From an optimization exercise on the open Yosys and OpenROAD flow, aimed at small area, a short achievable clock period and few clock cycles; shortcuts taken in it are not production practice.
In this exercise RTL edits were held to simulation tests only and were not proved equivalent to the original.
No driver is modelled on the clock port, so clocking that relies on it looks cheaper here than on a real chip.
No activity file was given, so power comes from the tool's default toggle rates.

==> design/flow/design.v <==
package l2_wb_types;
    localparam int unsigned ADDR_WIDTH      = 16;
    localparam int unsigned LINE_WIDTH      = 256;
    localparam int unsigned OFFSET_BITS     = 5;
    localparam int unsigned LINE_ADDR_WIDTH = ADDR_WIDTH - OFFSET_BITS;
    typedef logic [ADDR_WIDTH-1:0]      addr_t;
    typedef logic [LINE_WIDTH-1:0]      line_t;
    typedef logic [LINE_ADDR_WIDTH-1:0] lineaddr_t;
    typedef enum logic [1:0] {IDLE, ACK, FWD_READ, DRAIN} wb_state_t;
    function automatic logic [LINE_ADDR_WIDTH-1:0] line_of(input logic [ADDR_WIDTH-1:0] a);
        line_of = a[ADDR_WIDTH-1:OFFSET_BITS];
    endfunction
    function automatic logic [ADDR_WIDTH-1:0] line_base(input logic [LINE_ADDR_WIDTH-1:0] l);
        line_base = {l, {OFFSET_BITS{1'b0}}};
    endfunction
endpackage
module l2_wb_storage (
    input  logic                clk_i,
    input  logic                load_w_i,
    input  logic                load_r_i,
    input  l2_wb_types::line_t  wdata_i,
    input  l2_wb_types::line_t  rdata_i,
    output l2_wb_types::line_t  data_o
);
    l2_wb_types::line_t data_q;
    logic hold;
    assign hold = !(load_w_i || load_r_i);
    always_ff @(posedge clk_i) begin
        data_q <= ({l2_wb_types::LINE_WIDTH{load_w_i}} & wdata_i)
                | ({l2_wb_types::LINE_WIDTH{load_r_i}} & rdata_i)
                | ({l2_wb_types::LINE_WIDTH{hold}}     & data_q);
    end
    assign data_o = data_q;
endmodule
module l2_write_buffer (
    input  logic   clk_i,
    input  logic   rst_i,
    input  logic   l2_read,
    input  logic   l2_write,
    input  l2_wb_types::addr_t  l2_address,
    input  l2_wb_types::line_t  l2_wdata,
    output logic   l2_resp,
    output l2_wb_types::line_t  l2_rdata,
    output logic   pmem_read,
    output logic   pmem_write,
    output l2_wb_types::addr_t  pmem_address,
    output l2_wb_types::line_t  pmem_wdata,
    input  logic   pmem_resp,
    input  l2_wb_types::line_t  pmem_rdata,
    output logic   wb_empty
);
    logic                   resp_q;
    logic                   pmem_read_q;
    logic                   pmem_write_q;
    logic                   dirty_q;       
    logic                   valid_q;       
    logic                   resp_i_q;
    logic                   rd_i_q;        
    logic                   wr_i_q;        
    l2_wb_types::lineaddr_t line_q;        
    l2_wb_types::line_t     data;
    logic hit;
    logic free;      
    logic new_req;   
    logic load_w;
    logic start_rd;
    logic rd_hit;
    logic fill;      
    logic take;      
    logic keep;      
    logic resp_d;
    logic rd_d;
    logic wr_d;
    assign hit      = valid_q && (line_q == l2_wb_types::line_of(l2_address));
    assign free     = !(rd_i_q || wr_i_q) || pmem_resp;
    assign new_req  = !resp_i_q && !rd_i_q;
    assign load_w   = new_req && l2_write && free;
    assign rd_hit   = new_req && l2_read && hit;
    assign start_rd = new_req && l2_read && !hit && free;
    assign fill     = rd_i_q && pmem_resp;
    assign take     = new_req && (l2_read || l2_write) && free;
    assign keep     = resp_i_q || rd_i_q || !(l2_read || l2_write) || (wr_i_q && !pmem_resp);
    assign resp_d   = load_w || rd_hit || fill;
    assign rd_d     = start_rd || (rd_i_q && !pmem_resp);
    assign wr_d     = load_w || (wr_i_q && !pmem_resp);
    l2_wb_storage u_storage (
        .clk_i   (clk_i),
        .load_w_i(load_w),
        .load_r_i(rd_i_q),
        .wdata_i (l2_wdata),
        .rdata_i (pmem_rdata),
        .data_o  (data)
    );
    always_ff @(posedge clk_i or posedge rst_i) begin
        if (rst_i) begin
            resp_q       <= 1'b0;
            pmem_read_q  <= 1'b0;
            pmem_write_q <= 1'b0;
            dirty_q      <= 1'b0;
            valid_q      <= 1'b0;
        end else begin
            resp_q       <= resp_d;
            pmem_read_q  <= rd_d;
            pmem_write_q <= wr_d;
            if (load_w) begin
                dirty_q <= 1'b1;
            end else if (wr_i_q && pmem_resp) begin
                dirty_q <= 1'b0;
            end
            if (load_w || fill) begin
                valid_q <= 1'b1;
            end else if (start_rd) begin
                valid_q <= 1'b0;
            end
        end
    end
    always_ff @(posedge clk_i) begin
        resp_i_q <= !rst_i && resp_d;
        rd_i_q   <= !rst_i && rd_d;
        wr_i_q   <= !rst_i && wr_d;
        line_q <= ({l2_wb_types::LINE_ADDR_WIDTH{take}} & l2_wb_types::line_of(l2_address))
                | ({l2_wb_types::LINE_ADDR_WIDTH{keep}} & line_q);
    end
    assign l2_resp      = resp_q;
    assign l2_rdata     = data;
    assign pmem_read    = pmem_read_q;
    assign pmem_write   = pmem_write_q;
    assign pmem_address = l2_wb_types::line_base(line_q);
    assign pmem_wdata   = data;
    assign wb_empty     = !dirty_q;
endmodule
==> design/flow/constraint.sdc <==
create_clock -name core_clock -period 5.0 [get_ports {clk_i}]
set_input_delay 1.0000 -clock core_clock [delete_from_list [all_inputs] [get_ports {clk_i}]]
set_output_delay 1.0000 -clock core_clock [all_outputs]
set_load 0.01 [all_outputs]
==> design/flow/standard.sh <==
#!/bin/bash
# synth_recipe.tcl (not shown) runs the flow's synth.tcl, then flattens the netlist and writes it again
# the make line also repeats each setting of config.mk as NAME=value (left out here)
make -C /OpenROAD-flow-scripts/flow DESIGN_CONFIG=/design/flow/config.mk WORK_HOME=/design/flow/orfs CLKGATE_MAP_FILE= SYNTH_SCRIPT=/design/flow/synth_recipe.tcl "${@:-finish}"
==> design/flow/flow/io_v.txt <==
met2 met4
==> design/flow/flow/pre_resize.tcl <==
# no fanout limit
==> design/flow/flow/group_bits <==
group
==> design/flow/config.mk <==
export PLATFORM = sky130hd
export DESIGN_NAME = l2_write_buffer
export DESIGN_NICKNAME = l2_write_buffer
export VERILOG_FILES = /design/flow/design.v
export SDC_FILE = /design/flow/constraint.sdc
export NUM_CORES = 4
export LEC_CHECK = 0
export CAP_MARGIN = 20
export CORE_AREA = 10 10 230 230
export CTS_CLUSTER_DIAMETER = 100
export CTS_CLUSTER_SIZE = 20
export DIE_AREA = 0 0 240 240
export SETUP_SLACK_MARGIN = 2.8
export SLEW_MARGIN = 20
==> design/flow/flow/run.sh <==
#!/bin/bash
# Standard layout (standard.sh) with: port buffers made from the smallest plain
# buffer, high-fanout nets split into buffer trees before timing repair, the
# pins placed on more metal layers so that the die can be smaller, and the four
# pins of each data bit (l2_wdata, pmem_rdata, l2_rdata, pmem_wdata) kept
# together.
set -euo pipefail
export BUFFER_PORTS_ARGS="-buffer_cell sky130_fd_sc_hd__buf_1"
export PRE_RESIZE_TCL="$PWD/flow/pre_resize.tcl"
pins=""
if [[ -f flow/pins.args ]]; then pins="$(cat flow/pins.args)"; fi
if [[ -f flow/group_bits ]]; then
  for i in $(seq 0 255); do
    pins="$pins -group_pins {l2_wdata[$i] pmem_rdata[$i] l2_rdata[$i] pmem_wdata[$i]}"
  done
fi
export PLACE_PINS_ARGS="$pins"
if [[ -f flow/io_v.txt ]]; then export IO_PLACER_V="$(cat flow/io_v.txt)"; fi
if [[ -f flow/io_h.txt ]]; then export IO_PLACER_H="$(cat flow/io_h.txt)"; fi
if [[ -f flow/post_cts.tcl ]]; then export POST_CTS_TCL="$PWD/flow/post_cts.tcl"; fi
bash standard.sh > standard_flow.log 2>&1
==> impl_metrics.prom, run 1 <==
# TYPE chip_impl_metric gauge
chip_impl_metric{name="die_w",unit="um"} 240
chip_impl_metric{name="layout_cells_sized_above_1",unit="%"} 2.38
chip_impl_metric{name="r2r_cells",unit=""} 5
chip_impl_metric{name="slowest_delay",unit="ps"} 410
chip_impl_metric{name="cp_data_arrival_time",unit="ps"} 1130
chip_impl_metric{name="crit_cells",unit=""} 1
chip_impl_metric{name="synth-edff-count",unit=""} 0
chip_impl_info{name="worstSetupStartpointType",value="flop"} 1
chip_impl_metric{name="area_delta_synth_final",unit="%"} 23.3
chip_impl_metric{name="detailedRoute.firstIterationViolations",unit=""} 392
chip_impl_metric{name="seq_power_share",unit="%"} 45.4
chip_impl_metric{name="grt_pass1_wl",unit="mm"} 69.4
chip_impl_metric{name="cp_num_buf_inv",unit=""} 1
chip_impl_metric{name="pin_count",unit=""} 1065
chip_impl_metric{name="clk_transition_reported_paths",unit="ps"} 80
chip_impl_metric{name="synthesis.area_per_instance",unit="um2"} 10.7
chip_impl_info{name="criticalPathCategory",value="reg -> out"} 1
chip_impl_metric{name="reg2reg_setup_slack",unit="ps"} 3060
chip_impl_info{name="holdCritPathClass",value="in -> async"} 1
chip_impl_metric{name="p_leak",unit="nW"} 7.11
chip_impl_metric{name="die_height",unit="um"} 240
chip_impl_metric{name="fin_hold_ws",unit="ps"} 407
chip_impl_metric{name="maxClockFrequency",unit="MHz"} 469
chip_impl_metric{name="synth_async_sr_flop_share",unit="%"} 1.82
chip_impl_metric{name="post-route-period-util",unit="%"} 42.6
chip_impl_metric{name="synthDistinctLibCells",unit=""} 33
chip_impl_metric{name="average_wire_length_per_cell_after_detail_routing",unit="um"} 19.6
chip_impl_metric{name="critical_path_peak_fanout",unit=""} 3
chip_impl_metric{name="grt_overflow",unit=""} 0
chip_impl_metric{name="fp.coreArea",unit="um2"} 47800
chip_impl_metric{name="ir_drop",unit="mV"} 0.219
chip_impl_metric{name="place.port_buffers",unit=""} 1054
chip_impl_metric{name="final.setup_skew",unit="ps"} 20.4
chip_impl_info{name="synth_top_flop_cell",value="sky130_fd_sc_hd__dfxtp_1"} 1
chip_impl_metric{name="remaining_drc_errors",unit=""} 0
chip_impl_metric{name="syn_warnings",unit=""} 2
chip_impl_metric{name="initial_utilization",unit="%"} 26.4
chip_impl_metric{name="antenna_found_initial",unit=""} 12
chip_impl_metric{name="worst_ep_required_time",unit="ps"} 4000
chip_impl_metric{name="netlist_instances",unit=""} 1186
chip_impl_metric{name="slew_viol_final",unit=""} 0
chip_impl_info{name="cpLargestDelayFamily",value="flip-flops"} 1
chip_impl_info{name="most_common_library_cell_in_the_layout_ignoring_fill_and_taps",value="sky130_fd_sc_hd__buf_1"} 1
chip_impl_metric{name="core.rowCount",unit=""} 80
chip_impl_metric{name="pwr-share-clk",unit="%"} 19.2
chip_impl_metric{name="comb_power_share",unit="%"} 35.4
chip_impl_metric{name="timing.max_slew.rel_slack",unit="%"} 41.6
chip_impl_metric{name="via_count",unit=""} 12100
chip_impl_metric{name="worstMarginPinSlew",unit="ps"} 875
chip_impl_metric{name="drt_pass1_iterations",unit=""} 4
chip_impl_metric{name="global_route.usage.total",unit="%"} 15.0
chip_impl_metric{name="avgViaCountPerCell",unit=""} 4.72
chip_impl_metric{name="postSynthRegisterBits",unit=""} 275
chip_impl_metric{name="report.final.hold_viol_count",unit=""} 0
chip_impl_metric{name="synth_seq_area_share",unit="%"} 43.7
chip_impl_metric{name="sw_frac_of_total",unit="%"} 38.2
chip_impl_metric{name="numnets_final",unit=""} 2463
chip_impl_metric{name="detail-route-antenna-nets",unit=""} 0
chip_impl_metric{name="fin_crit",unit="ps"} 2130
chip_impl_metric{name="mapped_area",unit="um2"} 12700
chip_impl_metric{name="dp_hpwl",unit="mm"} 39.1
chip_impl_metric{name="first_global_vias",unit=""} 12600
chip_impl_metric{name="totalWireLength",unit="mm"} 50.1
chip_impl_info{name="layout.cells.most_common_list",value="sky130_fd_sc_hd__buf_1 (1,051), sky130_fd_sc_hd__dfxtp_1 (269), sky130_fd_sc_hd__a22o_1 (257), sky130_fd_sc_hd__a21o_1 (256), sky130_fd_sc_hd__clkbuf_16 (18)"} 1
chip_impl_metric{name="worstSkewPairLatency",unit="ps"} 520
chip_impl_metric{name="p_int",unit="mW"} 4.41
chip_impl_metric{name="setup_violating_endpoint_count_in_the_final_report",unit=""} 0
chip_impl_metric{name="area_of_the_die",unit="um2"} 57600
chip_impl_info{name="grt_setup_unrepaired",value="false"} 1
chip_impl_info{name="crit_chain",value="buf_1"} 1
chip_impl_metric{name="maxCapViolations",unit=""} 0
chip_impl_metric{name="setup_total_negative_slack",unit="ps"} 0
chip_impl_metric{name="switchingPower",unit="mW"} 2.72
chip_impl_metric{name="power_density_cells",unit="nW/um2"} 457
chip_impl_info{name="cts_tree",value="built"} 1
chip_impl_info{name="worstSetupEndpointType",value="primary output"} 1
chip_impl_info{name="crit_path_top_delay_cell",value="sky130_fd_sc_hd__dfxtp_1"} 1
chip_impl_metric{name="pin_count_of_the_biggest_net_entering_global_routing",unit=""} 130
chip_impl_metric{name="routabilityCongestion",unit=""} 0.866
chip_impl_metric{name="cts_num_sinks",unit=""} 275
chip_impl_info{name="outcome",value="complete, no violations"} 1
[synthesized netlist by cell type, types with 3 or more instances]
library cell	n	area (um2)
sky130_fd_sc_hd__dfxtp_1	270	5410
sky130_fd_sc_hd__buf_4	263	1970
sky130_fd_sc_hd__a22o_1	257	2250
sky130_fd_sc_hd__a21o_1	256	1920
sky130_fd_sc_hd__buf_2	29	145
sky130_fd_sc_hd__clkbuf_1	29	109
sky130_fd_sc_hd__buf_6	27	304
sky130_fd_sc_hd__mux2_1	10	113
sky130_fd_sc_hd__xnor2_1	7	61.3
sky130_fd_sc_hd__dfrtp_1	5	125
sky130_fd_sc_hd__xor2_1	4	35.0
sky130_fd_sc_hd__nand2_1	3	11.3
[sequential cells by signal, summed over array words and instances (netlist names)]
signal	count
dirty_q	1
line_q	11
pmem_read_q	1
pmem_write_q	1
rd_i_q	1
resp_i_q	1
resp_q	1
u_storage.data_q	256
valid_q	1
wr_i_q	1
[worst register-to-register path, stage by stage (launching register included)]
cell                        delay (ps)
sky130_fd_sc_hd__dfxtp_4           570
sky130_fd_sc_hd__nor2_4            130
sky130_fd_sc_hd__and3_4            240
sky130_fd_sc_hd__nor2_4            180
sky130_fd_sc_hd__bufbuf_16         520
sky130_fd_sc_hd__a21o_1            250
[routing by layer]
| metal | GRT usage, % | wire (um) | vias up |
|---|---|---|---|
| li1 | - | - | 5547 |
| met1 | 13.4 | 15500 | 5398 |
| met2 | 28.5 | 26300 | 778 |
| met3 | 3.80 | 4070 | 358 |
| met4 | 11.3 | 4230 | 0 |
| met5 | 0 | 0 | - |
[layout make-up]
type	instances	area [um2]
inverters	2	7.51
flip-flops and latches	275	5530
clock inverters	2	13.8
well taps	615	769
multi-input cells	567	4620
clock buffers	18	439
fillers	5073	32300
repair buffers	1067	4180
diodes	15	37.5
[power groups by stage]
| stage | Combinational (mW) | Clock, mW | Sequential (mW) |
|---|---|---|---|
| after floorplan | 1.85 | 0 | 3.42 |
| after detailed placement | 2.50 | 0 | 3.30 |
| final | 2.53 | 1.37 | 3.24 |
| after global routing | 2.73 | 1.51 | 3.31 |
| after global placement | 2.51 | 0 | 3.28 |
[path summary, 6_finish.rpt]
check	start	end
min in group core_clock	u_storage.data_q[137]	u_storage.data_q[137]
worst min-delay path	rst_i	dirty_q
max in group asynchronous	rst_i	pmem_read_q
worst max-delay path	u_storage.data_q[51]	pmem_wdata[51]
worst max register to register	rd_i_q	u_storage.data_q[206]
worst min register to register	u_storage.data_q[137]	u_storage.data_q[137]
[through the flow]
stage,worst slack (ps),cell area (um2),utilization (%),power [mW],instances
finish,2870,15600,32.6,7.13,2561
global route,2820,15600,32.6,7.55,2557
detailed placement,1840,14900,31.2,5.79,2517
global placement,1850,14900,31.2,5.79,2517
floorplan,2860,12700,-,5.27,1190
[logic make-up (layout without fill, tap and decap cells)]
| logic type | count (synthesis) | count (layout) | share of synthesized area [%] |
|---|---|---|---|
| other cells | 1 | 20 | 0.0296 |
| compound gates | 521 | 521 | 33.5 |
| simple gates | 17 | 19 | 0.949 |
| xor+xnor | 11 | 11 | 0.762 |
| mux | 11 | 11 | 0.979 |
| buf+inv | 350 | 1089 | 20.1 |
| flops | 275 | 275 | 43.7 |
Testbench counts, summed over its fixed seeds: cycles 25,351.
==> run 2, diff against run 1 <==
--- a/design/flow/config.mk
+++ b/design/flow/config.mk
@@ -6,9 +6,9 @@
 export NUM_CORES = 4
 export LEC_CHECK = 0
 export CAP_MARGIN = 20
-export CORE_AREA = 10 10 230 230
+export CORE_AREA = 10 10 250 250
 export CTS_CLUSTER_DIAMETER = 100
 export CTS_CLUSTER_SIZE = 20
-export DIE_AREA = 0 0 240 240
+export DIE_AREA = 0 0 260 260
 export SETUP_SLACK_MARGIN = 2.8
 export SLEW_MARGIN = 20
==> run 2 against run 1 <==
Effect of this change: still clean on timing, DRC and antenna; maximum frequency is 0.81% higher; combinational power is 2% lower; die area is 17% higher; sequential cell count stayed put; global-route usage is 2.9 points lower; synthesized cell count stayed put; sequential power hardly changed; clock-buffer cell count is 2 higher; clock power hardly changed; largest cell class unchanged.
==> impl_metrics.prom, run 2 <==
# TYPE chip_impl_metric gauge
chip_impl_metric{name="detailedRoute.firstIterationViolations",unit=""} 572
chip_impl_info{name="layout.cells.most_common_list",value="sky130_fd_sc_hd__buf_1 (1,052), sky130_fd_sc_hd__dfxtp_1 (269), sky130_fd_sc_hd__a22o_1 (257), sky130_fd_sc_hd__a21o_1 (256), sky130_fd_sc_hd__clkbuf_16 (17)"} 1
chip_impl_metric{name="critical_path_peak_fanout",unit=""} 2
chip_impl_info{name="grt_setup_unrepaired",value="false"} 1
chip_impl_info{name="synth_top_flop_cell",value="sky130_fd_sc_hd__dfxtp_1"} 1
chip_impl_metric{name="synth-edff-count",unit=""} 0
chip_impl_metric{name="global_route.usage.total",unit="%"} 12.1
chip_impl_metric{name="maxCapViolations",unit=""} 0
chip_impl_metric{name="grt_overflow",unit=""} 0
chip_impl_metric{name="worstSkewPairLatency",unit="ps"} 510
chip_impl_metric{name="via_count",unit=""} 11700
chip_impl_metric{name="area_delta_synth_final",unit="%"} 24.3
chip_impl_info{name="most_common_library_cell_in_the_layout_ignoring_fill_and_taps",value="sky130_fd_sc_hd__buf_1"} 1
chip_impl_info{name="largest-register",value="u_storage.data_q"} 1
chip_impl_metric{name="core.rowCount",unit=""} 87
chip_impl_metric{name="numnets_final",unit=""} 2466
chip_impl_metric{name="synthDistinctLibCells",unit=""} 33
chip_impl_metric{name="remaining_drc_errors",unit=""} 0
chip_impl_metric{name="largest_register_ff_count",unit=""} 256
chip_impl_metric{name="detail-route-antenna-nets",unit=""} 0
chip_impl_metric{name="multi_input_area",unit="um2"} 4620
chip_impl_metric{name="pwr-share-clk",unit="%"} 19.0
chip_impl_metric{name="ir_drop",unit="mV"} 0.262
chip_impl_metric{name="r2r_cells",unit=""} 4
chip_impl_metric{name="pin_count",unit=""} 1065
chip_impl_metric{name="cts_num_sinks",unit=""} 275
chip_impl_metric{name="comb_power_share",unit="%"} 35.4
chip_impl_metric{name="ff_latch_area",unit="um2"} 5530
chip_impl_info{name="synth_top_cells_by_count",value="sky130_fd_sc_hd__dfxtp_1 (270), sky130_fd_sc_hd__buf_4 (263), sky130_fd_sc_hd__a22o_1 (257), sky130_fd_sc_hd__a21o_1 (256)"} 1
chip_impl_metric{name="seq_power_share",unit="%"} 45.6
chip_impl_info{name="critical_path.reg2reg.endpoint",value="u_storage.data_q[251]"} 1
chip_impl_metric{name="fp.coreArea",unit="um2"} 56700
chip_impl_metric{name="setup_ws",unit="ps"} 2890
chip_impl_info{name="worstSetupStartpointType",value="flop"} 1
chip_impl_info{name="crit-reg2reg-launch",value="rd_i_q"} 1
chip_impl_metric{name="slowest_delay",unit="ps"} 370
chip_impl_metric{name="die_height",unit="um"} 260
chip_impl_metric{name="post-route-period-util",unit="%"} 42.3
chip_impl_metric{name="preCtsSetupSlack",unit="ps"} 1960
chip_impl_metric{name="synth_seq_area_share",unit="%"} 43.7
chip_impl_metric{name="report.final.hold_viol_count",unit=""} 0
chip_impl_metric{name="maxClockFrequency",unit="MHz"} 473
chip_impl_metric{name="average_wire_length_per_cell_after_detail_routing",unit="um"} 17.5
chip_impl_metric{name="p_int",unit="mW"} 4.39
chip_impl_metric{name="mapped_area",unit="um2"} 12700
chip_impl_info{name="crit_path_top_delay_cell",value="sky130_fd_sc_hd__dfrtp_1"} 1
chip_impl_metric{name="place.port_buffers",unit=""} 1054
chip_impl_info{name="layout_top_registers",value="u_storage.data_q x256, line_q x11"} 1
chip_impl_metric{name="slew_viol_final",unit=""} 0
chip_impl_metric{name="drt_pass1_iterations",unit=""} 4
chip_impl_info{name="setup.worst_path.end",value="wb_empty"} 1
chip_impl_metric{name="clk_transition_reported_paths",unit="ps"} 80
chip_impl_metric{name="die_w",unit="um"} 260
chip_impl_metric{name="sw_frac_of_total",unit="%"} 37.6
chip_impl_info{name="synth.top_cells.by_area",value="sky130_fd_sc_hd__dfxtp_1 (43%), sky130_fd_sc_hd__a22o_1 (18%), sky130_fd_sc_hd__buf_4 (16%)"} 1
chip_impl_metric{name="worst_ep_required_time",unit="ps"} 4000
chip_impl_metric{name="totalWireLength",unit="mm"} 47.3
chip_impl_metric{name="grt_pass1_wl",unit="mm"} 66.3
chip_impl_metric{name="final.setup_skew",unit="ps"} 19.5
chip_impl_metric{name="synth_async_sr_flop_share",unit="%"} 1.82
chip_impl_metric{name="pin_count_of_the_biggest_net_entering_global_routing",unit=""} 164
chip_impl_metric{name="cp_data_arrival_time",unit="ps"} 1110
chip_impl_info{name="crit_chain",value="inv_1 -> buf_4"} 1
chip_impl_info{name="cts_tree",value="built"} 1
chip_impl_metric{name="dp_hpwl",unit="mm"} 37.3
chip_impl_metric{name="timing.max_slew.rel_slack",unit="%"} 47.0
chip_impl_metric{name="layout_cells_sized_above_1",unit="%"} 2.38
chip_impl_metric{name="area_of_the_die",unit="um2"} 67600
chip_impl_info{name="setup.worst_path.start",value="dirty_q"} 1
chip_impl_metric{name="synthesis.area_per_instance",unit="um2"} 10.7
chip_impl_metric{name="p_leak",unit="nW"} 7.10
chip_impl_metric{name="setup_violating_endpoint_count_in_the_final_report",unit=""} 0
chip_impl_metric{name="antenna_found_initial",unit=""} 9
chip_impl_metric{name="switchingPower",unit="mW"} 2.64
chip_impl_info{name="yosysMostFrequentCell",value="sky130_fd_sc_hd__dfxtp_1"} 1
chip_impl_metric{name="postSynthRegisterBits",unit=""} 275
chip_impl_metric{name="setup_total_negative_slack",unit="ps"} 0
chip_impl_metric{name="power_density_cells",unit="nW/um2"} 447
chip_impl_metric{name="first_global_vias",unit=""} 12400
chip_impl_metric{name="reg2reg_setup_slack",unit="ps"} 3040
chip_impl_metric{name="netlist_instances",unit=""} 1186
chip_impl_metric{name="num-fill-cells",unit=""} 6195
chip_impl_metric{name="initial_utilization",unit="%"} 22.3
chip_impl_info{name="holdCritPathClass",value="in -> async"} 1
chip_impl_metric{name="avgViaCountPerCell",unit=""} 4.35
chip_impl_metric{name="synth.top_cell.area_share",unit="%"} 42.7
chip_impl_metric{name="syn_warnings",unit=""} 2
chip_impl_info{name="criticalPathCategory",value="reg -> out"} 1
chip_impl_info{name="outcome",value="complete, no violations"} 1
chip_impl_metric{name="routabilityCongestion",unit=""} 0.821
chip_impl_info{name="worstSetupEndpointType",value="primary output"} 1
chip_impl_info{name="synth_top_area_cell",value="sky130_fd_sc_hd__dfxtp_1"} 1
chip_impl_metric{name="fin_crit",unit="ps"} 2110
chip_impl_metric{name="worstMarginPinSlew",unit="ps"} 795
==> run 2: cell counts after synthesis <==
Identical to the previous run, type by type.
==> run 2: logic make-up (layout without fill, tap and decap cells) <==
| family | Yosys count | after routing | synth area share (%) |
|---|---|---|---|
| mux | 11 | 11 | 0.979 |
| other cells | 1 | 12 | 0.0296 |
| compound gates | 521 | 521 | 33.5 |
| xor+xnor | 11 | 11 | 0.762 |
| simple gates | 17 | 19 | 0.949 |
| buf+inv | 350 | 1093 | 20.1 |
| flops | 275 | 275 | 43.7 |
==> run 2: critical path: cells and delay by family, from the launching register on <==
kind	cells	cell delay, ps
DFF	1	370
buffers and inverters	2	230
==> run 2: worst min-delay path by stage <==
| stage | from | to | cells after the start |
|---|---|---|---|
| floorplan | wr_i_q | pmem_write_q | 2 |
| global placement | u_storage.data_q[135] | u_storage.data_q[135] | 1 |
| detailed placement | u_storage.data_q[133] | u_storage.data_q[133] | 1 |
| global route | rst_i | resp_q | 2 |
| finish | rst_i | dirty_q | 2 |
==> run 2: through the flow <==
stage	hold slack (ps)	cells	cell area, um2	util, %	total power [mW]
floorplan	480	1190	12700	-	5.27
global placement	459	2666	15200	26.8	5.79
detailed placement	460	2666	15200	26.8	5.79
global route	453	2696	15700	27.7	7.49
finish	455	2698	15700	27.7	7.04
==> run 2: layout make-up <==
class	count	area share (%)
tap	756	6.01
clock buffer	20	2.78
antenna	7	0.111
sequential	275	35.2
clock inverter	1	0.0318
multi-input combinational	567	29.3
inverter	2	0.0477
timing repair buffer	1070	26.5
==> run 2: power groups by stage <==
| stage | clock network [mW] | logic, mW | registers, mW |
|---|---|---|---|
| 2_1_floorplan | 0 | 1.85 | 3.42 |
| 3_3_place_gp | 0 | 2.51 | 3.27 |
| 3_5_place_dp | 0 | 2.52 | 3.27 |
| 5_1_grt | 1.50 | 2.70 | 3.30 |
| 6_report | 1.34 | 2.49 | 3.21 |
==> run 2: metal layers <==
| layer | up-vias | wire length (um) | GRT usage, % |
|---|---|---|---|
| li1 | 5564 | - | - |
| met5 | - | 13 | 0 |
| met1 | 5081 | 15100 | 11.0 |
| met4 | 2 | 3800 | 8.04 |
| met3 | 327 | 4080 | 3.51 |
| met2 | 758 | 24300 | 23.0 |
==> run 3, diff against run 2 <==
--- a/design/flow/config.mk
+++ b/design/flow/config.mk
@@ -10,5 +10,5 @@
 export CTS_CLUSTER_DIAMETER = 100
 export CTS_CLUSTER_SIZE = 20
 export DIE_AREA = 0 0 260 260
-export SETUP_SLACK_MARGIN = 2.8
+export SETUP_SLACK_MARGIN = 2.87
 export SLEW_MARGIN = 20
==> run 3 against run 2 <==
Effect of this change: via count is 0.13% higher; power rose by 1.7%; non-clock buffer count is 5 higher; sequential share of layout area fell by 0.56 points; clock-buffer cell count unchanged; global-route usage about the same; still clean; synthesized area unchanged; register-to-register slack gained 20 ps.
==> impl_metrics.prom, run 3 <==
# TYPE chip_impl_metric gauge
chip_impl_info{name="outcome",value="complete, no violations"} 1
chip_impl_metric{name="average_wire_length_per_cell_after_detail_routing",unit="um"} 17.7
chip_impl_metric{name="grt_pass1_wl",unit="mm"} 66.1
chip_impl_info{name="synth_top_flop_cell",value="sky130_fd_sc_hd__dfxtp_1"} 1
chip_impl_metric{name="cts_num_sinks",unit=""} 275
chip_impl_info{name="holdCritPathClass",value="in -> async"} 1
chip_impl_metric{name="global_route.usage.total",unit="%"} 12.1
chip_impl_metric{name="wirelength_met1",unit="mm"} 15.4
chip_impl_metric{name="synth_async_sr_flop_share",unit="%"} 1.82
chip_impl_metric{name="cp_data_arrival_time",unit="ps"} 1110
chip_impl_metric{name="synthDistinctLibCells",unit=""} 33
chip_impl_metric{name="synth-edff-count",unit=""} 0
chip_impl_metric{name="pin_count_of_the_biggest_net_entering_global_routing",unit=""} 154
chip_impl_metric{name="totalWireLength",unit="mm"} 47.9
chip_impl_metric{name="synth.top_cell.area_share",unit="%"} 42.7
chip_impl_metric{name="synthesis.area_per_instance",unit="um2"} 10.7
chip_impl_metric{name="ir_drop",unit="mV"} 0.252
chip_impl_metric{name="place.port_buffers",unit=""} 1054
chip_impl_info{name="layout_top_registers",value="u_storage.data_q x256, line_q x11"} 1
chip_impl_info{name="synth_top_area_cell",value="sky130_fd_sc_hd__dfxtp_1"} 1
chip_impl_metric{name="routabilityCongestion",unit=""} 0.783
chip_impl_metric{name="slowest_delay",unit="ps"} 380
chip_impl_metric{name="slew_viol_final",unit=""} 0
chip_impl_info{name="synth.top_cells.by_area",value="sky130_fd_sc_hd__dfxtp_1 (43%), sky130_fd_sc_hd__a22o_1 (18%), sky130_fd_sc_hd__buf_4 (16%)"} 1
chip_impl_metric{name="report.final.hold_viol_count",unit=""} 0
chip_impl_info{name="most_common_library_cell_in_the_layout_ignoring_fill_and_taps",value="sky130_fd_sc_hd__buf_1"} 1
chip_impl_metric{name="pin_count",unit=""} 1065
chip_impl_metric{name="setup_violating_endpoint_count_in_the_final_report",unit=""} 0
chip_impl_metric{name="synth_seq_area_share",unit="%"} 43.7
chip_impl_info{name="yosysMostFrequentCell",value="sky130_fd_sc_hd__dfxtp_1"} 1
chip_impl_info{name="worstSetupEndpointType",value="primary output"} 1
chip_impl_info{name="criticalPathCategory",value="reg -> out"} 1
chip_impl_info{name="cts_tree",value="built"} 1
chip_impl_metric{name="power_density_cells",unit="nW/um2"} 446
chip_impl_metric{name="worst_ep_required_time",unit="ps"} 4000
chip_impl_metric{name="antenna_found_initial",unit=""} 9
chip_impl_metric{name="worstMarginPinSlew",unit="ps"} 500
chip_impl_info{name="crit_chain",value="inv_2 -> buf_6"} 1
chip_impl_metric{name="core.rowCount",unit=""} 87
chip_impl_info{name="worstSetupStartpointType",value="flop"} 1
chip_impl_metric{name="clk_transition_reported_paths",unit="ps"} 80
chip_impl_metric{name="timing.max_slew.rel_slack",unit="%"} 66.7
chip_impl_info{name="crit_path_top_delay_cell",value="sky130_fd_sc_hd__dfrtp_1"} 1
chip_impl_metric{name="netlist_instances",unit=""} 1186
chip_impl_metric{name="avgViaCountPerCell",unit=""} 4.35
chip_impl_metric{name="numnets_final",unit=""} 2471
chip_impl_metric{name="setup_total_negative_slack",unit="ps"} 0
chip_impl_metric{name="layout_cells_sized_above_1",unit="%"} 9.02
chip_impl_info{name="synth_top_cells_by_count",value="sky130_fd_sc_hd__dfxtp_1 (270), sky130_fd_sc_hd__buf_4 (263), sky130_fd_sc_hd__a22o_1 (257), sky130_fd_sc_hd__a21o_1 (256)"} 1
chip_impl_metric{name="postSynthRegisterBits",unit=""} 275
chip_impl_info{name="cpLargestDelayFamily",value="flip-flops"} 1
chip_impl_metric{name="worstSkewPairLatency",unit="ps"} 510
chip_impl_metric{name="post-route-period-util",unit="%"} 42.2
chip_impl_metric{name="fin_crit",unit="ps"} 2110
chip_impl_metric{name="dp_hpwl",unit="mm"} 36.8
chip_impl_metric{name="detailroute.wirelength.met2",unit="mm"} 24.9
chip_impl_metric{name="mapped_area",unit="um2"} 12700
chip_impl_info{name="largest-register",value="u_storage.data_q"} 1
chip_impl_metric{name="place_inst",unit=""} 2662
chip_impl_metric{name="area_delta_synth_final",unit="%"} 26.8
chip_impl_metric{name="detail-route-antenna-nets",unit=""} 0
chip_impl_info{name="grt_setup_unrepaired",value="true"} 1
chip_impl_metric{name="met3_routed_length",unit="mm"} 3.80
chip_impl_info{name="route.top_layer_used",value="met5"} 1
chip_impl_metric{name="first_global_vias",unit=""} 12300
chip_impl_metric{name="syn_warnings",unit=""} 2
chip_impl_metric{name="via_count",unit=""} 11700
chip_impl_metric{name="fp.coreArea",unit="um2"} 56700
chip_impl_metric{name="critical_path_peak_fanout",unit=""} 2
chip_impl_metric{name="grt_overflow",unit=""} 0
chip_impl_metric{name="detailedRoute.firstIterationViolations",unit=""} 676
chip_impl_metric{name="remaining_drc_errors",unit=""} 0
chip_impl_metric{name="largest_register_ff_count",unit=""} 256
chip_impl_metric{name="area_of_the_die",unit="um2"} 67600
chip_impl_metric{name="cp_num_buf_inv",unit=""} 2
chip_impl_metric{name="maxCapViolations",unit=""} 0
chip_impl_metric{name="initial_utilization",unit="%"} 22.3
chip_impl_metric{name="die_w",unit="um"} 260
chip_impl_metric{name="die_height",unit="um"} 260
chip_impl_metric{name="p_leak",unit="nW"} 7.50
chip_impl_metric{name="final.setup_skew",unit="ps"} 14.6
chip_impl_info{name="layout.cells.most_common_list",value="sky130_fd_sc_hd__buf_1 (944), sky130_fd_sc_hd__a22o_1 (257), sky130_fd_sc_hd__a21o_1 (256), sky130_fd_sc_hd__dfxtp_1 (255), sky130_fd_sc_hd__clkbuf_2 (87)"} 1
chip_impl_metric{name="maxClockFrequency",unit="MHz"} 473
chip_impl_metric{name="fin_cells",unit=""} 2702
chip_impl_metric{name="drt_pass1_iterations",unit=""} 5
[run 3: routing by layer]
metal  vias up  track usage, %
li1       5547               -
met1      5125            11.0
met2       745            23.0
met3       326            3.19
met4         4            8.17
met5         -               0
[run 3: stage by stage]
step           total power, mW  hold WS, ps  setup WS [ps]  utilization, %  instance area, um2
6_report                  7.16          435           2890            28.3               16000
3_5_place_dp              5.77          461           1940            26.8               15200
2_1_floorplan             5.27          480           2880               -               12700
3_3_place_gp              5.77          460           1960            26.8               15200
5_1_grt                   7.58          444           2820            28.3               16000
[run 3: final timing paths]
check | from | to | slack (ps) | depth (start not counted)
worst max register to register | rd_i_q | u_storage.data_q[48] | 3060 | 6
max in group asynchronous | rst_i | pmem_write_q | 4360 | 2
min in group core_clock | u_storage.data_q[192] | u_storage.data_q[192] | 470 | 1
worst max-delay path | dirty_q | wb_empty | 2890 | 2
worst min-delay path | rst_i | resp_q | 440 | 2
worst min register to register | u_storage.data_q[192] | u_storage.data_q[192] | 470 | 1
[run 3: cell type report]
cell class,instances,area [um2]
Inverter,2,7.51
Tap cell,756,946
Clock inverter,1,5.00
Clock buffer,20,447
Multi-Input combinational cell,567,4610
Antenna cell,6,15.0
Sequential cell,275,5550
Timing Repair Buffer,1075,4450
Fill cell,6191,40700
[run 3: worst reg2reg max path: stages (launching register included)]
cell and delay [ps]:
sky130_fd_sc_hd__dfxtp_4 640, sky130_fd_sc_hd__nor2_4 120, sky130_fd_sc_hd__and3_4 260, sky130_fd_sc_hd__buf_4 170, sky130_fd_sc_hd__buf_16 170, sky130_fd_sc_hd__a22o_1 330
sky130_fd_sc_hd__a21o_1 150
[run 3: kinds of logic (layout without fill, tap and decap cells)]
logic type                count (synthesis)  count (layout)  synth area share [%]
buffers and inverters                   350            1098                  20.1
and+or+nand+nor                          17              19                 0.949
other                                     1              11                0.0296
muxes                                    11              11                 0.979
xor gates and xnor gates                 11              11                 0.762
AOI/OAI and AO/OA                       521             521                  33.5
DFF                                     275             275                  43.7
[run 3: power by group]
group          leakage, nW  internal [mW]  switching, mW
logic                 4.94           1.11           1.48
registers             2.33           2.76          0.463
clock network        0.223          0.632          0.723
==> run 4, diff against run 3 <==
--- a/design/flow/config.mk
+++ b/design/flow/config.mk
@@ -7,8 +7,8 @@
 export LEC_CHECK = 0
 export CAP_MARGIN = 20
 export CORE_AREA = 10 10 250 250
-export CTS_CLUSTER_DIAMETER = 100
-export CTS_CLUSTER_SIZE = 20
+export CTS_CLUSTER_DIAMETER = 60
+export CTS_CLUSTER_SIZE = 30
 export DIE_AREA = 0 0 260 260
-export SETUP_SLACK_MARGIN = 2.87
+export SETUP_SLACK_MARGIN = 2.8
 export SLEW_MARGIN = 20
==> run 4 against run 3 <==
Effect of this change: maximum frequency down 0.76%; core utilization fell by 0.062 points; final area down 0.22%; clock skew rose by 13 ps; critical path type unchanged; critical endpoint is now l2_rdata[174]; largest cell class unchanged.
==> impl_metrics.prom, run 4 <==
# TYPE chip_impl_metric gauge
chip_impl_metric{name="syn_warnings",unit=""} 2
chip_impl_metric{name="fin_cells",unit=""} 2716
chip_impl_info{name="criticalPathCategory",value="reg -> out"} 1
chip_impl_metric{name="remaining_drc_errors",unit=""} 0
chip_impl_metric{name="initial_utilization",unit="%"} 22.3
chip_impl_metric{name="drt_pass1_iterations",unit=""} 4
chip_impl_metric{name="detail-route-antenna-nets",unit=""} 0
chip_impl_metric{name="detailedRoute.firstIterationViolations",unit=""} 559
chip_impl_metric{name="maxClockFrequency",unit="MHz"} 470
chip_impl_metric{name="setup_total_negative_slack",unit="ps"} 0
chip_impl_info{name="synth_top_area_cell",value="sky130_fd_sc_hd__dfxtp_1"} 1
chip_impl_metric{name="power_density_cells",unit="nW/um2"} 464
chip_impl_metric{name="die_w",unit="um"} 260
chip_impl_metric{name="synth_async_sr_flop_share",unit="%"} 1.82
chip_impl_info{name="layout.cells.most_common_list",value="sky130_fd_sc_hd__buf_1 (1,047), sky130_fd_sc_hd__dfxtp_1 (267), sky130_fd_sc_hd__a22o_1 (257), sky130_fd_sc_hd__a21o_1 (256), sky130_fd_sc_hd__clkbuf_16 (22)"} 1
chip_impl_info{name="crit_path_top_delay_cell",value="sky130_fd_sc_hd__dfxtp_1"} 1
chip_impl_metric{name="numnets_final",unit=""} 2472
chip_impl_metric{name="preCtsSetupSlack",unit="ps"} 1960
chip_impl_metric{name="critical_path_peak_fanout",unit=""} 3
chip_impl_metric{name="pin_count_of_the_biggest_net_entering_global_routing",unit=""} 164
chip_impl_metric{name="pin_count",unit=""} 1065
chip_impl_info{name="layout_top_registers",value="u_storage.data_q x256, line_q x11"} 1
chip_impl_metric{name="synth_seq_area_share",unit="%"} 43.7
chip_impl_metric{name="grt_overflow",unit=""} 0
chip_impl_metric{name="setup_violating_endpoint_count_in_the_final_report",unit=""} 0
chip_impl_metric{name="routabilityCongestion",unit=""} 0.821
chip_impl_metric{name="layout_cells_sized_above_1",unit="%"} 3.74
chip_impl_metric{name="synthDistinctLibCells",unit=""} 33
chip_impl_metric{name="slew_viol_final",unit=""} 0
chip_impl_info{name="largest-register",value="u_storage.data_q"} 1
chip_impl_metric{name="postSynthRegisterBits",unit=""} 275
chip_impl_metric{name="maxCapViolations",unit=""} 0
chip_impl_metric{name="first_global_vias",unit=""} 12500
chip_impl_metric{name="place_inst",unit=""} 2666
chip_impl_metric{name="clk_transition_reported_paths",unit="ps"} 80
chip_impl_metric{name="report.final.hold_viol_count",unit=""} 0
chip_impl_info{name="synth_top_cells_by_count",value="sky130_fd_sc_hd__dfxtp_1 (270), sky130_fd_sc_hd__buf_4 (263), sky130_fd_sc_hd__a22o_1 (257), sky130_fd_sc_hd__a21o_1 (256)"} 1
chip_impl_metric{name="timing.max_slew.rel_slack",unit="%"} 45.2
chip_impl_metric{name="mapped_area",unit="um2"} 12700
chip_impl_metric{name="post-route-period-util",unit="%"} 42.6
chip_impl_metric{name="area_delta_synth_final",unit="%"} 26.5
chip_impl_metric{name="via_count",unit=""} 11800
chip_impl_info{name="holdCritPathClass",value="in -> async"} 1
chip_impl_info{name="cts_tree",value="built"} 1
chip_impl_metric{name="totalWireLength",unit="mm"} 47.3
chip_impl_info{name="crit_chain",value="buf_1"} 1
chip_impl_metric{name="avgViaCountPerCell",unit=""} 4.34
chip_impl_metric{name="antenna_found_initial",unit=""} 10
chip_impl_info{name="grt_setup_unrepaired",value="true"} 1
chip_impl_metric{name="global_route.usage.total",unit="%"} 12.1
chip_impl_metric{name="worstMarginPinSlew",unit="ps"} 822
chip_impl_info{name="outcome",value="complete, no violations"} 1
chip_impl_info{name="worstSetupEndpointType",value="primary output"} 1
chip_impl_metric{name="place.port_buffers",unit=""} 1054
chip_impl_metric{name="largest_register_ff_count",unit=""} 256
chip_impl_metric{name="worstSkewPairLatency",unit="ps"} 550
chip_impl_metric{name="cp_num_buf_inv",unit=""} 1
chip_impl_metric{name="synth-edff-count",unit=""} 0
chip_impl_metric{name="slowest_delay",unit="ps"} 390
chip_impl_info{name="cpLargestDelayFamily",value="flip-flops"} 1
chip_impl_info{name="worstSetupStartpointType",value="flop"} 1
chip_impl_metric{name="final.setup_skew",unit="ps"} 27.2
chip_impl_metric{name="area_of_the_die",unit="um2"} 67600
chip_impl_metric{name="die_height",unit="um"} 260
chip_impl_metric{name="dp_hpwl",unit="mm"} 37.3
chip_impl_metric{name="ir_drop",unit="mV"} 0.261
chip_impl_metric{name="cts_num_sinks",unit=""} 275
chip_impl_metric{name="fin_crit",unit="ps"} 2130
chip_impl_info{name="most_common_library_cell_in_the_layout_ignoring_fill_and_taps",value="sky130_fd_sc_hd__buf_1"} 1
chip_impl_metric{name="core.rowCount",unit=""} 87
chip_impl_info{name="synth.top_cells.by_area",value="sky130_fd_sc_hd__dfxtp_1 (43%), sky130_fd_sc_hd__a22o_1 (18%), sky130_fd_sc_hd__buf_4 (16%)"} 1
chip_impl_metric{name="cp_data_arrival_time",unit="ps"} 1130
chip_impl_info{name="synth_top_flop_cell",value="sky130_fd_sc_hd__dfxtp_1"} 1
chip_impl_metric{name="synth.top_cell.area_share",unit="%"} 42.7
chip_impl_metric{name="worst_ep_required_time",unit="ps"} 4000
chip_impl_metric{name="average_wire_length_per_cell_after_detail_routing",unit="um"} 17.4
chip_impl_info{name="yosysMostFrequentCell",value="sky130_fd_sc_hd__dfxtp_1"} 1
chip_impl_metric{name="p_leak",unit="nW"} 7.24
chip_impl_metric{name="netlist_instances",unit=""} 1186
chip_impl_metric{name="setup_ws",unit="ps"} 2870
chip_impl_metric{name="synthesis.area_per_instance",unit="um2"} 10.7
chip_impl_metric{name="fp.coreArea",unit="um2"} 56700
chip_impl_metric{name="grt_pass1_wl",unit="mm"} 66.6
-- run 4: cell counts after synthesis --
No cell type changed its count.
-- run 4: area by class of cell --
| cell class | count | area (um2) |
|---|---|---|
| Clock buffer | 25 | 572 |
| Tap cell | 756 | 946 |
| Inverter | 2 | 7.51 |
| Clock inverter | 13 | 120 |
| Antenna cell | 7 | 17.5 |
| Timing Repair Buffer | 1071 | 4190 |
| Sequential cell | 275 | 5540 |
| Fill cell | 6174 | 40700 |
| Multi-Input combinational cell | 567 | 4620 |
-- run 4: logic make-up (layout without fill, tap and decap cells) --
kind of cell | after synthesis | in the layout | share of synthesized area [%]
AOI/OAI and AO/OA | 521 | 521 | 33.5
xor gates and xnor gates | 11 | 11 | 0.762
buffers and inverters | 350 | 1111 | 20.1
DFF | 275 | 275 | 43.7
muxes | 11 | 11 | 0.979
other | 1 | 12 | 0.0296
and+or+nand+nor | 17 | 19 | 0.949
-- run 4: path summary, 6_finish.rpt --
check	slack (ps)	depth (start not counted)	endpoint	from
max in group asynchronous	4340	2	dirty_q	rst_i
min	440	2	pmem_write_q	rst_i
min in group core_clock	470	1	u_storage.data_q[137]	u_storage.data_q[137]
max reg2reg	3060	5	u_storage.data_q[108]	rd_i_q
max	2870	1	l2_rdata[174]	u_storage.data_q[174]
min reg2reg	470	1	u_storage.data_q[137]	u_storage.data_q[137]
-- run 4: stage by stage --
stage | cell area, um2 | power, mW | hold slack, ps | utilization (%)
global route | 16000 | 7.88 | 424 | 28.2
finish | 16000 | 7.42 | 437 | 28.2
global placement | 15200 | 5.79 | 459 | 26.8
detailed placement | 15200 | 5.79 | 460 | 26.8
floorplan | 12700 | 5.27 | 480 | -
-- run 4: metal layers --
layer	global-route usage, %	share of wire (%)	routed length [um]
met3	3.52	8.5	4050
met5	0	0.025	12
met1	10.8	32	15000
met4	8.30	8.3	3930
met2	23.1	51	24400
-- run 4: power by group --
| part | switching [mW] | total, mW | internal [mW] |
|---|---|---|---|
| Sequential | 0.462 | 3.21 | 2.75 |
| Combinational | 1.46 | 2.49 | 1.03 |
| Clock | 0.861 | 1.71 | 0.854 |
==> run 5, diff against run 4 <==
--- a/design/flow/flow/run.sh
+++ b/design/flow/flow/run.sh
@@ -14,6 +14,11 @@
     pins="$pins -group_pins {l2_wdata[$i] pmem_rdata[$i] l2_rdata[$i] pmem_wdata[$i]}"
   done
 fi
+if [[ -f flow/group_ctrl ]]; then
+  ctrl="l2_read l2_write pmem_resp l2_resp pmem_read pmem_write wb_empty"
+  for i in $(seq 5 15); do ctrl="$ctrl l2_address[$i] pmem_address[$i]"; done
+  pins="$pins -group_pins {$ctrl}"
+fi
 export PLACE_PINS_ARGS="$pins"
 if [[ -f flow/io_v.txt ]]; then export IO_PLACER_V="$(cat flow/io_v.txt)"; fi
 if [[ -f flow/io_h.txt ]]; then export IO_PLACER_H="$(cat flow/io_h.txt)"; fi
==> design/flow/flow/group_ctrl (new file) <==
group
--- a/design/flow/config.mk
+++ b/design/flow/config.mk
@@ -7,8 +7,8 @@
 export LEC_CHECK = 0
 export CAP_MARGIN = 20
 export CORE_AREA = 10 10 250 250
-export CTS_CLUSTER_DIAMETER = 60
-export CTS_CLUSTER_SIZE = 30
+export CTS_CLUSTER_DIAMETER = 100
+export CTS_CLUSTER_SIZE = 20
 export DIE_AREA = 0 0 260 260
 export SETUP_SLACK_MARGIN = 2.8
 export SLEW_MARGIN = 20
==> run 5 against run 4 <==
Effect of this change: synthesized area did not move; synthesized cell count unchanged; the flow now stops in I/O pin placement (3_2_place_iop).
==> impl_metrics.prom, run 5 <==
# TYPE chip_impl_metric gauge
chip_impl_info{name="yosysMostFrequentCell",value="sky130_fd_sc_hd__dfxtp_1"} 1
chip_impl_info{name="synth.top_cells.by_area",value="sky130_fd_sc_hd__dfxtp_1 (43%), sky130_fd_sc_hd__a22o_1 (18%), sky130_fd_sc_hd__buf_4 (16%)"} 1
chip_impl_info{name="synth_top_area_cell",value="sky130_fd_sc_hd__dfxtp_1"} 1
chip_impl_metric{name="synth.top_cell.area_share",unit="%"} 42.7
chip_impl_info{name="synth_top_flop_cell",value="sky130_fd_sc_hd__dfxtp_1"} 1
chip_impl_info{name="outcome",value="aborted with a tool error"} 1
chip_impl_metric{name="mapped_area",unit="um2"} 12700
chip_impl_metric{name="postSynthRegisterBits",unit=""} 275
chip_impl_metric{name="synth-edff-count",unit=""} 0
chip_impl_metric{name="die_w",unit="um"} 260
chip_impl_metric{name="synthDistinctLibCells",unit=""} 33
chip_impl_metric{name="synth_async_sr_flop_share",unit="%"} 1.82
chip_impl_info{name="outcome.stop_stage",value="I/O pin placement (3_2_place_iop)"} 1
chip_impl_metric{name="initial_utilization",unit="%"} 22.3
chip_impl_metric{name="netlist_instances",unit=""} 1186
chip_impl_metric{name="syn_warnings",unit=""} 2
chip_impl_info{name="synth_top_cells_by_count",value="sky130_fd_sc_hd__dfxtp_1 (270), sky130_fd_sc_hd__buf_4 (263), sky130_fd_sc_hd__a22o_1 (257), sky130_fd_sc_hd__a21o_1 (256)"} 1
chip_impl_metric{name="core.rowCount",unit=""} 87
chip_impl_metric{name="synthesis.area_per_instance",unit="um2"} 10.7
chip_impl_metric{name="synth_seq_area_share",unit="%"} 43.7
chip_impl_info{name="tool.error",value="[ERROR PPL-0086] Pin group of size 4 was not assigned."} 1
chip_impl_metric{name="die_height",unit="um"} 260
## run 5: cell counts after synthesis
No cell type changed its count.
## run 5: kinds of logic after synthesis
logic type                share of synthesized area, %
DFF                                               43.7
xor gates and xnor gates                         0.762
and+or+nand+nor                                  0.949
other                                           0.0296
buffers and inverters                             20.1
muxes                                            0.979
AOI/OAI and AO/OA                                 33.5
==> run 6, diff against run 5 <==
==> design/flow/flow/run.sh (replaced) <==
#!/bin/bash
# Standard layout (standard.sh) with: port buffers made from the smallest plain
# buffer, high-fanout nets split into buffer trees before timing repair, the
# pins placed on more metal layers so that the die can be smaller, and the four
# pins of each data bit (l2_wdata, pmem_rdata, l2_rdata, pmem_wdata) kept
# together, and no delay cells used as buffers by the repair steps.
set -euo pipefail
export BUFFER_PORTS_ARGS="-buffer_cell sky130_fd_sc_hd__buf_1"
export PRE_RESIZE_TCL="$PWD/flow/pre_resize.tcl"
pins=""
if [[ -f flow/pins.args ]]; then pins="$(cat flow/pins.args)"; fi
if [[ -f flow/group_bits ]]; then
  for i in $(seq 0 255); do
    pins="$pins -group_pins {l2_wdata[$i] pmem_rdata[$i] l2_rdata[$i] pmem_wdata[$i]}"
  done
fi
export PLACE_PINS_ARGS="$pins"
if [[ -f flow/io_v.txt ]]; then export IO_PLACER_V="$(cat flow/io_v.txt)"; fi
if [[ -f flow/io_h.txt ]]; then export IO_PLACER_H="$(cat flow/io_h.txt)"; fi
if [[ -f flow/post_cts.tcl ]]; then export POST_CTS_TCL="$PWD/flow/post_cts.tcl"; fi
if [[ -f flow/no_delay_cells.tcl ]]; then
  for step in FLOORPLAN GLOBAL_PLACE CTS GLOBAL_ROUTE REPAIR_TIMING_POST_PLACE DETAIL_PLACE; do
    export PRE_${step}_TCL="$PWD/flow/no_delay_cells.tcl"
  done
fi
bash standard.sh > standard_flow.log 2>&1
==> design/flow/flow/no_delay_cells.tcl (new file) <==
# Keep timing and design repair from using delay cells as buffers.
set_dont_use [get_lib_cells {sky130_fd_sc_hd__clkdlybuf4s* sky130_fd_sc_hd__dlygate* sky130_fd_sc_hd__dlymetal* sky130_fd_sc_hd__dlybuf*}]
==> design/flow/flow/pre_resize.tcl (replaced) <==
source [file join [file dirname [info script]] no_delay_cells.tcl]
--- a/design/flow/config.mk
+++ b/design/flow/config.mk
@@ -6,9 +6,9 @@
 export NUM_CORES = 4
 export LEC_CHECK = 0
 export CAP_MARGIN = 20
-export CORE_AREA = 10 10 250 250
+export CORE_AREA = 10 10 290 290
 export CTS_CLUSTER_DIAMETER = 100
 export CTS_CLUSTER_SIZE = 20
-export DIE_AREA = 0 0 260 260
+export DIE_AREA = 0 0 300 300
 export SETUP_SLACK_MARGIN = 2.8
 export SLEW_MARGIN = 20
removed: design/flow/flow/group_ctrl
==> run 6 against run 5 <==
Effect of this change: the run now finishes clean; synthesized area unchanged; synthesized cell count unchanged.
==> impl_metrics.prom, run 6 <==
# TYPE chip_impl_metric gauge
chip_impl_metric{name="report.final.hold_viol_count",unit=""} 0
chip_impl_metric{name="p_int",unit="mW"} 4.55
chip_impl_metric{name="grt_overflow",unit=""} 0
chip_impl_metric{name="antenna_found_initial",unit=""} 3
chip_impl_metric{name="post-route-period-util",unit="%"} 42.8
chip_impl_info{name="synth_top_flop_cell",value="sky130_fd_sc_hd__dfxtp_1"} 1
chip_impl_info{name="worstSetupEndpointType",value="primary output"} 1
chip_impl_metric{name="setup_violating_endpoint_count_in_the_final_report",unit=""} 0
chip_impl_metric{name="detailedRoute.firstIterationViolations",unit=""} 338
chip_impl_metric{name="seq_power_share",unit="%"} 44.0
chip_impl_metric{name="maxCapViolations",unit=""} 0
chip_impl_metric{name="first_global_vias",unit=""} 12500
chip_impl_metric{name="cp_data_arrival_time",unit="ps"} 1140
chip_impl_metric{name="dp_hpwl",unit="mm"} 34.3
chip_impl_metric{name="global_route.usage.total",unit="%"} 8.47
chip_impl_metric{name="clk_transition_reported_paths",unit="ps"} 80
chip_impl_info{name="setup.worst_path.end",value="wb_empty"} 1
chip_impl_metric{name="critical_path_peak_fanout",unit=""} 2
chip_impl_info{name="critical_path.reg2reg.endpoint",value="u_storage.data_q[44]"} 1
chip_impl_metric{name="pwr-share-clk",unit="%"} 21.5
chip_impl_metric{name="cts_num_sinks",unit=""} 275
chip_impl_metric{name="area_of_the_die",unit="um2"} 90000
chip_impl_metric{name="preCtsSetupSlack",unit="ps"} 2070
chip_impl_metric{name="synth-edff-count",unit=""} 0
chip_impl_metric{name="power_density_cells",unit="nW/um2"} 446
chip_impl_metric{name="place.port_buffers",unit=""} 1054
chip_impl_metric{name="die_height",unit="um"} 300
chip_impl_metric{name="final.setup_skew",unit="ps"} 27.1
chip_impl_metric{name="p_leak",unit="nW"} 7.17
chip_impl_metric{name="average_wire_length_per_cell_after_detail_routing",unit="um"} 14.8
chip_impl_metric{name="fp.coreArea",unit="um2"} 77600
chip_impl_info{name="synth_top_area_cell",value="sky130_fd_sc_hd__dfxtp_1"} 1
chip_impl_info{name="grt_setup_unrepaired",value="true"} 1
chip_impl_metric{name="synthesis.area_per_instance",unit="um2"} 10.7
chip_impl_metric{name="drt_pass1_iterations",unit=""} 4
chip_impl_metric{name="layout_cells_sized_above_1",unit="%"} 2.94
chip_impl_metric{name="pin_count_of_the_biggest_net_entering_global_routing",unit=""} 137
chip_impl_info{name="yosysMostFrequentCell",value="sky130_fd_sc_hd__dfxtp_1"} 1
chip_impl_info{name="worstSetupStartpointType",value="flop"} 1
chip_impl_info{name="synth.top_cells.by_area",value="sky130_fd_sc_hd__dfxtp_1 (43%), sky130_fd_sc_hd__a22o_1 (18%), sky130_fd_sc_hd__buf_4 (16%)"} 1
chip_impl_info{name="layout_top_registers",value="u_storage.data_q x256, line_q x11"} 1
chip_impl_metric{name="worstSkewPairLatency",unit="ps"} 550
chip_impl_metric{name="worstMarginPinSlew",unit="ps"} 713
chip_impl_metric{name="via_count",unit=""} 11700
chip_impl_metric{name="postSynthRegisterBits",unit=""} 275
chip_impl_metric{name="numnets_final",unit=""} 2463
chip_impl_metric{name="ir_drop",unit="mV"} 0.260
chip_impl_info{name="largest-register",value="u_storage.data_q"} 1
chip_impl_metric{name="largest_register_ff_count",unit=""} 256
chip_impl_info{name="layout.cells.most_common_list",value="sky130_fd_sc_hd__buf_1 (1,045), sky130_fd_sc_hd__dfxtp_1 (267), sky130_fd_sc_hd__a22o_1 (257), sky130_fd_sc_hd__a21o_1 (256), sky130_fd_sc_hd__clkbuf_16 (20)"} 1
chip_impl_metric{name="remaining_drc_errors",unit=""} 0
chip_impl_metric{name="r2r_cells",unit=""} 4
chip_impl_metric{name="switchingPower",unit="mW"} 2.67
chip_impl_metric{name="mapped_area",unit="um2"} 12700
chip_impl_metric{name="die_w",unit="um"} 300
chip_impl_metric{name="fin_crit",unit="ps"} 2140
chip_impl_metric{name="pin_count",unit=""} 1065
chip_impl_metric{name="syn_warnings",unit=""} 2
chip_impl_info{name="setup.worst_path.start",value="dirty_q"} 1
chip_impl_info{name="outcome",value="complete, no violations"} 1
chip_impl_metric{name="netlist_instances",unit=""} 1186
chip_impl_metric{name="avgViaCountPerCell",unit=""} 3.94
chip_impl_info{name="criticalPathCategory",value="reg -> out"} 1
chip_impl_metric{name="synth_async_sr_flop_share",unit="%"} 1.82
chip_impl_info{name="crit-reg2reg-launch",value="rd_i_q"} 1
chip_impl_metric{name="reg2reg_setup_slack",unit="ps"} 2900
chip_impl_info{name="holdCritPathClass",value="in -> async"} 1
chip_impl_metric{name="comb_power_share",unit="%"} 34.4
chip_impl_info{name="cts_tree",value="built"} 1
chip_impl_metric{name="slew_viol_final",unit=""} 0
chip_impl_info{name="most_common_library_cell_in_the_layout_ignoring_fill_and_taps",value="sky130_fd_sc_hd__buf_1"} 1
chip_impl_metric{name="synth.top_cell.area_share",unit="%"} 42.7
chip_impl_metric{name="totalWireLength",unit="mm"} 44.0
chip_impl_metric{name="timing.max_slew.rel_slack",unit="%"} 52.1
chip_impl_metric{name="sw_frac_of_total",unit="%"} 37.0
chip_impl_metric{name="maxClockFrequency",unit="MHz"} 467
chip_impl_metric{name="initial_utilization",unit="%"} 16.3
chip_impl_metric{name="worst_ep_required_time",unit="ps"} 4000
chip_impl_metric{name="area_delta_synth_final",unit="%"} 28.1
chip_impl_metric{name="grt_pass1_wl",unit="mm"} 63.5
chip_impl_info{name="synth_top_cells_by_count",value="sky130_fd_sc_hd__dfxtp_1 (270), sky130_fd_sc_hd__buf_4 (263), sky130_fd_sc_hd__a22o_1 (257), sky130_fd_sc_hd__a21o_1 (256)"} 1
chip_impl_metric{name="synthDistinctLibCells",unit=""} 33
chip_impl_metric{name="core.rowCount",unit=""} 102
chip_impl_metric{name="synth_seq_area_share",unit="%"} 43.7
chip_impl_metric{name="final_core_utilization",unit="%"} 20.9
chip_impl_metric{name="setup_ws",unit="ps"} 2860
chip_impl_metric{name="detail-route-antenna-nets",unit=""} 0
chip_impl_metric{name="setup_total_negative_slack",unit="ps"} 0
chip_impl_metric{name="routabilityCongestion",unit=""} 0.741
## run 6: worst min-delay path by stage
stage | endpoint | slack [ps] | depth (start not counted)
5_1_grt | pmem_read_q | 380 | 2
3_3_place_gp | u_storage.data_q[136] | 460 | 1
3_5_place_dp | u_storage.data_q[165] | 460 | 1
2_1_floorplan | pmem_write_q | 480 | 2
6_report | pmem_write_q | 400 | 2
## run 6: critical path, stage by stage (launching register included)
cell	delay [ps]
sky130_fd_sc_hd__dfrtp_1	380
sky130_fd_sc_hd__inv_2	60
sky130_fd_sc_hd__buf_6	130
## run 6: layout make-up
class,instances,area (um2)
fillers,8666,61400
flip-flops and latches,275,5540
multi-input cells,567,4620
repair buffers,1066,4180
well taps,1040,1300
clock buffers,24,504
clock inverters,3,51.3
inverters,2,7.51
diodes,1,2.50
## run 6: cell families after synthesis
logic type / share of synthesized area (%)
xor gates and xnor gates: 0.762
AOI/OAI and AO/OA: 33.5
DFF: 43.7
buffers and inverters: 20.1
other: 0.0296
muxes: 0.979
and+or+nand+nor: 0.949
## run 6: power by group through the flow
stage | registers, mW | clock network (mW) | logic, mW
floorplan | 3.42 | 0 | 1.85
global placement | 3.22 | 0 | 2.49
detailed placement | 3.23 | 0 | 2.50
global route | 3.26 | 1.71 | 2.73
finish | 3.18 | 1.56 | 2.49
## run 6: metal layers
metal | vias up | global-route usage [%] | routed length (um)
met4 | 2 | 6.42 | 3990
met2 | 796 | 15.2 | 21700
met5 | - | 0 | 14
met3 | 384 | 2.95 | 3700
li1 | 5535 | - | -
met1 | 5013 | 7.83 | 14600
## run 6: per-stage QoR
stage / area (um2) / total power [mW] / std cells / hold slack [ps]
5_1_grt: 16200 / 7.71 / 2977 / 381
3_5_place_dp: 15500 / 5.73 / 2944 / 461
3_3_place_gp: 15500 / 5.71 / 2944 / 458
2_1_floorplan: 12700 / 5.27 / 1190 / 480
6_report: 16200 / 7.22 / 2978 / 398

==> static timing again, ports no longer ideal <==
No port has a modelled driver above. Below, the same layouts with a new extraction and two added sets of constraints. Step 1 sets driving cells, clkbuf_16 on the clock port and buf_2 on the other inputs (assumed; they add their load-dependent delay and slew). Step 2 adds t to the input delays and takes it off the output delays; t is the mean of the earliest and latest rising clock arrival at the registers after step 1. Input paths then give back, and output paths get back, about the clock's delay inside the block. Three values: ideal ports, drivers, drivers and shift; two values: the first two.
| run | t (ns) | setup slack, ns | worst setup path after step 2 | cell pins on the clock port's net |
|---|---|---|---|---|
| run 1 | 0.560 | 2.868 / 2.818 / 2.320 | input to register | 1 |
| run 2 | 0.555 | 2.885 / 2.836 / 2.308 | input to register | 1 |
| run 3 | 0.556 | 2.888 / 2.839 / 2.384 | input to register | 1 |
| run 4 | 0.587 | 2.871 / 2.822 / 2.297 | input to register | 1 |
| run 6 | 0.595 | 2.859 / 2.799 / 2.259 | input to register | 1 |
After both steps every run listed still meets setup and hold. For run 6, which loses most, drivers alone change the setup slack by -0.060 ns; drivers and shift together by -0.600 ns.
